Source: an optimization exercise on an open RTL-to-GDS flow (aim: small area, a short achievable clock period and few clock cycles). Production flows keep margins and buffers that such runs may drop.
In this exercise RTL edits were held to simulation tests only and were not proved equivalent to the original.
Power is estimated from default activity; no workload was simulated.

Design mul16_top, start of the top module:
module mul16_top (
  input  logic        clk,
  input  logic        rst,
  input  logic        wb_cyc,
  input  logic        wb_stb,
  input  logic        wb_we,
  input  logic [1:0]  wb_adr,
  input  logic [31:0] wb_dat_w,
  output logic [31:0] wb_dat_r,
  output logic        wb_ack
);
export LEC_CHECK = 0
export CAP_MARGIN = 20
export CORE_MARGIN = 2
export CORE_UTILIZATION = 40
export SETUP_SLACK_MARGIN = 3.7
export SLEW_MARGIN = 20
export TNS_END_PERCENT = 5
create_clock -name core_clock -period 6.5 [get_ports {clk}]
standard.sh (not shown) runs the stock make flow with config.mk's settings and CLKGATE_MAP_FILE= SYNTH_SCRIPT=/design/flow/synth_recipe.tcl, a recipe that flattens the netlist after the stock synthesis.
==> flow/flow/run.sh <==
#!/bin/bash
# The standard layout (standard.sh) with two changes:
#  - ports are buffered with sky130_fd_sc_hd__buf_1 instead of the delay
#    buffer that buffer_ports picks by default;
#  - CTS uses small clock buffers and no dummy loads (the tree feeds ~80 flops).
# All tool output goes to standard_flow.log (and ORFS's own logs under orfs/).
set -euo pipefail
export BUFFER_PORTS_ARGS="-buffer_cell sky130_fd_sc_hd__buf_1"
export CTS_ARGS="-sink_clustering_enable -repair_clock_nets -dont_use_dummy_load -buf_list {sky130_fd_sc_hd__clkbuf_4 sky130_fd_sc_hd__clkbuf_8} -root_buf sky130_fd_sc_hd__clkbuf_8"
bash standard.sh "BUFFER_PORTS_ARGS=$BUFFER_PORTS_ARGS" "CTS_ARGS=$CTS_ARGS" finish > standard_flow.log 2>&1
The first run passed the timing, DRC and antenna checks.
Testbench counts at the start, summed over its fixed seeds: cycles 25,600.
Edit:
Settings changed: SETUP_SLACK_MARGIN 3.7 to 3.6, TNS_END_PERCENT 5 to 20.
Effect: First-iteration DRC count goes up by about 9%. Sequential power went down by about 0.6%. Wire length climbs by 4.3%. Flip-flop and latch count stays the same. Via count went up by about 1.6%. Combinational power climbs by about 7%. Utilization rises by 0.45 points.
Edit:
==> flow/flow/run.sh (replaced) <==
#!/bin/bash
# The standard layout (standard.sh) with two changes:
#  - ports are buffered with sky130_fd_sc_hd__buf_1 instead of the delay
#    buffer that buffer_ports picks by default;
#  - CTS uses small clock buffers, larger sink clusters and no dummy loads
#    (the tree feeds ~100 flops).
# All tool output goes to standard_flow.log (and ORFS's own logs under orfs/).
set -euo pipefail
export BUFFER_PORTS_ARGS="-buffer_cell sky130_fd_sc_hd__buf_1"
export CTS_ARGS="-sink_clustering_enable -repair_clock_nets -dont_use_dummy_load -sink_clustering_size 30 -sink_clustering_max_diameter 80 -buf_list {sky130_fd_sc_hd__clkbuf_4 sky130_fd_sc_hd__clkbuf_8} -root_buf sky130_fd_sc_hd__clkbuf_8"
bash standard.sh "BUFFER_PORTS_ARGS=$BUFFER_PORTS_ARGS" "CTS_ARGS=$CTS_ARGS" finish > standard_flow.log 2>&1
Settings changed: SETUP_SLACK_MARGIN 3.6 to 3.4.
Outcome: The new run produced a clean layout. Worst hold slack stays flat. Register-to-register slack improved by 0.04 ns. Combinational power fell by a little under a tenth. Area after synthesis does not change. Routed wire length came out lower by a few percent. Global-route usage went down by 0.57 points. Setup slack improves by 0.035 ns.
Edit:
==> flow/flow/run.sh (replaced) <==
#!/bin/bash
# The standard layout (standard.sh) with two changes:
#  - ports are buffered with sky130_fd_sc_hd__buf_1 instead of the delay
#    buffer that buffer_ports picks by default;
#  - CTS uses small clock buffers and no dummy loads (the tree feeds ~80 flops).
# All tool output goes to standard_flow.log (and ORFS's own logs under orfs/).
set -euo pipefail
export BUFFER_PORTS_ARGS="-buffer_cell sky130_fd_sc_hd__buf_1"
export CTS_ARGS="-sink_clustering_enable -repair_clock_nets -dont_use_dummy_load -buf_list {sky130_fd_sc_hd__clkbuf_4 sky130_fd_sc_hd__clkbuf_8} -root_buf sky130_fd_sc_hd__clkbuf_8"
bash standard.sh "BUFFER_PORTS_ARGS=$BUFFER_PORTS_ARGS" "CTS_ARGS=$CTS_ARGS" finish > standard_flow.log 2>&1
Settings changed: SETUP_SLACK_MARGIN 3.4 to 3.8, TNS_END_PERCENT 20 to 5.
=> Combinational power went up by about 2%. Cell count does not change. Count of clock-buffer cells in the layout is unchanged. Via count went down by 1.8%. Power went up by 0.63%. Critical path depth went up by 2.

==> re-timing with driven ports <==
How much do the figures lean on ideal ports? The routed layouts below were timed once more, with nothing changed but the port constraints.
Step 1 assumes that a clkbuf_16 drives the clock port and a buf_2 every other input.
Step 2 moves the port delays by t, midway between the first and last clock arrival at a register: inputs arrive t later, outputs are due t later. That takes back most of the time a late clock gives input paths.
Slacks: no drivers / after step 1 / after step 2; pairs: no drivers / after step 1.
| run | shift t [ns] | setup slack, ns | worst setup path after step 2 | worst register clock-pin slew, ns | pins driven straight from the clock port |
|---|---|---|---|---|---|
| the first run | 0.405 | 3.341 / 3.341 / 3.123 | input to register | 0.10 / 0.10 | 1 |
| the second run | 0.415 | 3.349 / 3.349 / 3.103 | input to register | 0.10 / 0.10 | 1 |
| the third run | 0.399 | 3.384 / 3.384 / 3.066 | input to register | 0.09 / 0.09 | 1 |
| the fourth run | 0.405 | 3.338 / 3.338 / 3.124 | input to register | 0.10 / 0.10 | 1 |
After both steps every run listed still meets setup and hold. The setup slack of the third run, which loses most, moves by 0.000 ns with the drivers and by -0.318 ns with both steps.
